What follows belongs to an exercise in optimizing a design on an open flow for small area; a production flow would make more cautious choices. Where RTL was checked, it was by simulation tests only, not by an equivalence proof against the original. Power figures rest on the tool's default switching activity, not on a simulated workload.

== job 2506 ==
==> flow/design.v <==
module tpu_io_ctrl #(
  parameter int WORD_SIZE = 256,
  parameter int ROWS      = 32,
  localparam int ADDR_W   = (ROWS > 1) ? $clog2(ROWS) : 1
) (
  input  logic                 clk,
  input  logic                 rst,
  input  logic                 in_valid,
  input  logic [WORD_SIZE-1:0] gbuff_a,
  input  logic [WORD_SIZE-1:0] gbuff_b,
  input  logic [4:0]           m,
  input  logic [4:0]           n,
  input  logic [4:0]           k,
  output logic                 wr_en,
  output logic [ADDR_W-1:0]    wr_addr,
  output logic [WORD_SIZE-1:0] wr_data_a,
  output logic [WORD_SIZE-1:0] wr_data_b,
  output logic                 start,
  output logic [4:0]           m_o,
  output logic [4:0]           n_o,
  output logic [4:0]           k_o,
  input  logic                 done,
  output logic                 rd_en,
  output logic [ADDR_W-1:0]    rd_addr,
  input  logic [WORD_SIZE-1:0] rd_data,
  output logic                 out_valid,
  output logic [WORD_SIZE-1:0] gbuff_out,
  output logic                 busy,
  output logic                 proto_err
);
  localparam logic [ADDR_W-1:0] LAST_ROW = ADDR_W'(ROWS - 1);
  logic                 load_q;       
  logic                 run_q;        
  logic                 rd_valid_q;   
  logic                 rd_idle_q;    
  logic                 out_idle_q;   
  logic [ADDR_W-1:0]    cnt_q;        
  logic [WORD_SIZE-1:0] shared_n_q;   
  logic read_ph;    
  logic accept;     
  logic last;       
  logic done_ok;    
  assign wr_addr = cnt_q;
  assign rd_addr = cnt_q;
  assign read_ph = rd_en | out_valid;
  assign busy    = load_q | run_q | read_ph;
  assign accept  = in_valid & ~run_q & ~read_ph;
  assign last    = accept & load_q & (cnt_q == ADDR_W'(ROWS - 2));
  assign start   = run_q & (cnt_q == LAST_ROW);
  assign done_ok = done & run_q & ~start;
  assign wr_data_a = ~shared_n_q;
  assign gbuff_out = ~(shared_n_q | {WORD_SIZE{out_idle_q}});
  logic              cnt_keep;
  logic [ADDR_W:0]   cnt_cy;
  logic [ADDR_W-1:0] cnt_nxt;
  assign cnt_keep  = load_q | rd_en;
  assign cnt_cy[0] = in_valid | rd_en;
  for (genvar i = 0; i < ADDR_W; i++) begin : g_cnt
    assign cnt_nxt[i]  = cnt_keep & (cnt_q[i] ^ cnt_cy[i]);
    assign cnt_cy[i+1] = cnt_cy[i] & cnt_q[i];
  end
  always_ff @(posedge clk or posedge rst) begin
    if (rst) begin
      load_q    <= 1'b0;
      run_q     <= 1'b0;
      wr_en     <= 1'b0;
      rd_en     <= 1'b0;
      out_valid <= 1'b0;
      proto_err <= 1'b0;
    end else begin
      load_q    <= (load_q | accept) & ~last;
      run_q     <= last | (run_q & ~done_ok);
      wr_en     <= accept;
      rd_en     <= done_ok | (rd_en & (cnt_q != LAST_ROW));
      out_valid <= rd_valid_q;
      if ((done & ~run_q) | (in_valid & (run_q | read_ph))) proto_err <= 1'b1;
    end
  end
  always_ff @(posedge clk) begin
    shared_n_q <= ~((rd_data | {WORD_SIZE{rd_idle_q}}) & (gbuff_a | {WORD_SIZE{rd_valid_q}}));
    wr_data_b  <= gbuff_b;
    rd_valid_q <= rd_en;
    rd_idle_q  <= ~rd_en;
    out_idle_q <= ~rd_valid_q;
    cnt_q      <= cnt_nxt;
    if (!busy) begin
      m_o <= m;
      n_o <= n;
      k_o <= k;
    end
  end
endmodule
Settings: LEC_CHECK=0, ABC_AREA=1, CAP_MARGIN=20, CORE_AREA=10 10 450 450, DIE_AREA=0 0 460 460, SLEW_MARGIN=20; clock period 5.0 ns.
standard.sh (not shown) runs the stock make flow with config.mk's settings and CLKGATE_MAP_FILE= SYNTH_SCRIPT=/design/flow/synth_recipe.tcl, a recipe that flattens the netlist after the stock synthesis.
==> flow/flow/run.sh <==
#!/bin/bash
# Layout flow: the standard ORFS flow (the standard.sh) with
#  - port buffers of the smallest buffer cell,
#  - each data input pin placed next to the output pin it feeds (io.tcl),
#  - a clock tree of small buffers without dummy loads.
export IO_CONSTRAINTS="$PWD/flow/io.tcl"
export BUFFER_PORTS_ARGS="-buffer_cell sky130_fd_sc_hd__buf_1"
export CTS_ARGS="-sink_clustering_enable -repair_clock_nets -dont_use_dummy_load -buf_list {sky130_fd_sc_hd__clkbuf_16} -sink_clustering_buffer sky130_fd_sc_hd__clkbuf_8 -sink_clustering_size 20 -sink_clustering_max_diameter 100"

bash standard.sh > standard.log 2>&1
Other scripts of this flow, unchanged in this note and not shown: flow/flow/io.tcl
Every stage of the flow completed for job 2506, and the final layout passed the timing, DRC and antenna checks.
Input changes introduced in job 1759 (baseline for comparison: job 2506):
Settings: CORE_AREA now 10 10 410 410, was 10 10 450 450; ABC_AREA no longer set, was 1; DIE_AREA now 0 0 420 420, was 0 0 460 460.
Results
The final layouts of job 1759 and job 2506 pass the timing, DRC and antenna checks. Power dissipated in the clock network of job 2506 is on par with job 1759. Number of nets at the end of the flow of job 1759 falls short of that of job 2506 slightly. Compared with job 2506, job 1759 shows a transition time at the pin with the least slew margin that is 0.23 ns lower. met3 track utilization from global routing was higher in the run labelled job 1759. Comparing job 1759 and job 2506, the higher worst ir drop on vdd was measured on job 2506. A combinational family with the most area after synthesis of compound AO/OA/AOI/OAI gates is what job 1759 shows, while buffers and inverters belongs to job 2506. From job 2506 to job 1759 the numbers moved as follows: count of inserted antenna diode cells did not really move; share of the clock period used by the worst path went down; final design area excluding fillers went down; worst reg2reg path depth did not really move.
Changes in job 8738 relative to job 1759:
Settings: DIE_AREA: 0 0 420 420 -> 0 0 460 460; CORE_AREA: 10 10 410 410 -> 10 10 450 450.
## What came out
- Power: job 1759 vs job 8738 — no meaningful difference
- Job 8738 falls short of job 1759 in fmax.
- Summary of the comparison: utilization of the core after routing is lower in job 8738, relative to job 1759.

* * *

tpu_io_ctrl, a different RTL version from the one above (not shown whole).
Size: ~800 flip-flops, about 18000 um^2 of cells after synthesis.
export LEC_CHECK = 0
export CAP_MARGIN = 20
export CORE_AREA = 10 10 450 450
export DIE_AREA = 0 0 460 460
export SLEW_MARGIN = 20
create_clock -name core_clock -period 5.0 [get_ports {clk}]
==> flow/flow/run.sh <==
#!/bin/bash
# Layout flow: the standard ORFS flow (the standard.sh) with
#  - port buffers of the smallest buffer cell,
#  - each data input pin placed next to the output pin it feeds (io.tcl),
#  - a clock tree of small buffers without dummy loads.
export IO_CONSTRAINTS="$PWD/flow/io.tcl"
export BUFFER_PORTS_ARGS="-buffer_cell sky130_fd_sc_hd__buf_1"
export CTS_ARGS="-sink_clustering_enable -repair_clock_nets -dont_use_dummy_load -buf_list {sky130_fd_sc_hd__clkbuf_16} -sink_clustering_buffer sky130_fd_sc_hd__clkbuf_8 -sink_clustering_size 21 -sink_clustering_max_diameter 100"
export RECOVER_POWER=100
bash standard.sh > standard.log 2>&1
==> flow/flow/io.tcl <==
# Keep each data input pin next to the output pin of the register it feeds,
# so every data bit's buffer-register-buffer chain stays at the die edge.
for {set i 0} {$i < 256} {incr i} {
  set_io_pin_constraint -group -order -pin_names [list "gbuff_a\[$i\]" "wr_data_a\[$i\]"]
  set_io_pin_constraint -group -order -pin_names [list "gbuff_b\[$i\]" "wr_data_b\[$i\]"]
  set_io_pin_constraint -group -order -pin_names [list "rd_data\[$i\]" "gbuff_out\[$i\]"]
}
The baseline passed the timing, DRC and antenna checks.
Edit:
==> flow/flow/run.sh (replaced) <==
#!/bin/bash
# Layout flow: the standard ORFS flow (the standard.sh) with
#  - port buffers of the smallest buffer cell,
#  - each data input pin placed next to the output pin it feeds (io.tcl),
#  - a clock tree of small buffers without dummy loads.
export IO_CONSTRAINTS="$PWD/flow/io.tcl"
export BUFFER_PORTS_ARGS="-buffer_cell sky130_fd_sc_hd__buf_1"
export CTS_ARGS="-sink_clustering_enable -repair_clock_nets -dont_use_dummy_load -buf_list {sky130_fd_sc_hd__clkbuf_16} -sink_clustering_size 32 -sink_clustering_max_diameter 50"
export RECOVER_POWER=100
bash standard.sh > standard.log 2>&1
Result: Critical path depth is unchanged; final area grows by 2.6%; register-to-register slack hardly moves; worst hold slack loses 0.0076 ns; utilization grows by 0.38 points; wire length grows by 0.53%.

* * *

== red ==
Another version of the RTL of tpu_io_ctrl (not shown whole).
Size: about 540 flip-flops, ~1,600 I/O pins, roughly 15,000 um2 of cells after synthesis.
Settings: LEC_CHECK=0, ABC_AREA=1, CAP_MARGIN=20, CORE_AREA=10 10 450 450, DIE_AREA=0 0 460 460, SLEW_MARGIN=20; clock period 5.0 ns.
==> flow/flow/run.sh <==
#!/bin/bash
# Layout flow: the standard ORFS flow (the standard.sh) with
#  - port buffers of the smallest buffer cell,
#  - each data input pin placed next to the output pin it feeds (io.tcl),
#  - a clock tree of small buffers without dummy loads.
export IO_CONSTRAINTS="$PWD/flow/io.tcl"
export BUFFER_PORTS_ARGS="-buffer_cell sky130_fd_sc_hd__buf_1"
export CTS_ARGS="-sink_clustering_enable -repair_clock_nets -dont_use_dummy_load -buf_list {sky130_fd_sc_hd__clkbuf_8} -sink_clustering_size 20 -sink_clustering_max_diameter 60"

bash standard.sh > standard.log 2>&1
Scripts as last shown in full above: flow/flow/io.tcl
Here is what was changed in the inputs of blue compared with red.
- DIE_AREA changed from 0 0 460 460 to 0 0 500 500
- CORE_AREA changed from 10 10 450 450 to 10 10 490 490
==> flow/flow/io.tcl <==
# Keep the pins of each data bit together, so every bit's buffers and
# registers stay at the die edge next to its pins: gbuff_a, rd_data,
# wr_data_a and gbuff_out share one register per bit; gbuff_b feeds wr_data_b.
for {set i 0} {$i < 256} {incr i} {
  set_io_pin_constraint -group -order -pin_names [list "gbuff_a\[$i\]" "rd_data\[$i\]" "wr_data_a\[$i\]" "gbuff_out\[$i\]"]
  set_io_pin_constraint -group -order -pin_names [list "gbuff_b\[$i\]" "wr_data_b\[$i\]"]
}
## What came out
As far as async set-reset flop share out of synthesis goes, red and blue are indistinguishable; the numbers are identical. As far as total standard cell area after synthesis goes, blue and red are indistinguishable; the numbers are identical. The remaining runs in blue and red completed every stage, whereas blue halted early. In the summary table, blue is marked failed, with error PPL-0086 raised in I/O pin placement. Post-synthesis register bit count came out exactly the same in blue and red. Re number of instances in the synthesized netlist: no difference whatsoever between blue and red. Measured against red, the overall die height of blue comes out at 1.09 times the reference value. Comparing initial standard-cell utilization of the core for blue and red, the bigger number came from red. The mean area per synthesized cell of red and that of blue are within noise of each other. Compared blue vs red, and number of core rows is up in blue. Between red and blue, the fraction of the mapped netlist area in simple logic gates figures differ only marginally. Taking red as the reference, in blue share of the synthesized area in compound gates (AO/OA/AOI/OAI) flat; floorplan die width up 40 um.
Relative to blue, the following input files were edited for green:
- changing DIE_AREA from 0 0 500 500 to 0 0 460 460
- changing CORE_AREA from 10 10 490 490 to 10 10 450 450
--- outcome ---
- blue: aborted in I/O pin placement (tool error)
- In the summary table, green is marked failed, with error PPL-0086 raised in I/O pin placement.
- As far as register area share after synthesis goes, green and blue are indistinguishable; the numbers are identical.
- Post-synthesis share of cell area spent on and, or, nand and nor gates came out exactly the same in green and blue.
- Chip width is lower on green
- From blue to green, post-synthesis cell count did not move at all.
- Starting density of the core | green above blue
- Compared with blue, green shows a lower row count.
- | post-synthesis average cell area | green vs blue | ≈ equal |
Function was not checked in any run of this note: the RTL went through the layout flow alone.

afterwards: timing with drivers on the ports:
No port has a modelled driver above. Below, the same layouts with a new extraction and two added sets of constraints.
Step 1 sets driving cells, clkbuf_16 on the clock port and buf_2 on the other inputs (assumed; they add their load-dependent delay and slew).
Step 2 also shifts input and output timing later by t, the mid clock arrival at the registers, as if the neighbouring blocks saw the same clock.
Slacks: no drivers / after step 1 / after step 2; pairs: no drivers / after step 1.
| run | t, ns | setup WS [ns] | latest minus earliest clock arrival (ns) |
|---|---|---|---|
| job 2506 | 0.663 | 1.557 / 1.501 / 2.164 | 0.048 / 0.048 |
| job 1759 | 0.625 | 1.810 / 1.755 / 2.380 | 0.081 / 0.081 |
| job 8738 | 0.656 | 1.506 / 1.449 / 2.105 | 0.056 / 0.056 |
| the first run of note 2 | 0.674 | 1.000 / 0.927 / 1.602 | 0.028 / 0.027 |
| the second run of note 2 | 0.705 | 0.990 / 0.917 / 1.622 | 0.054 / 0.054 |
| red | 0.764 | 1.547 / 1.475 / 2.238 | 0.067 / 0.067 |
After both steps every run listed still meets setup and hold.
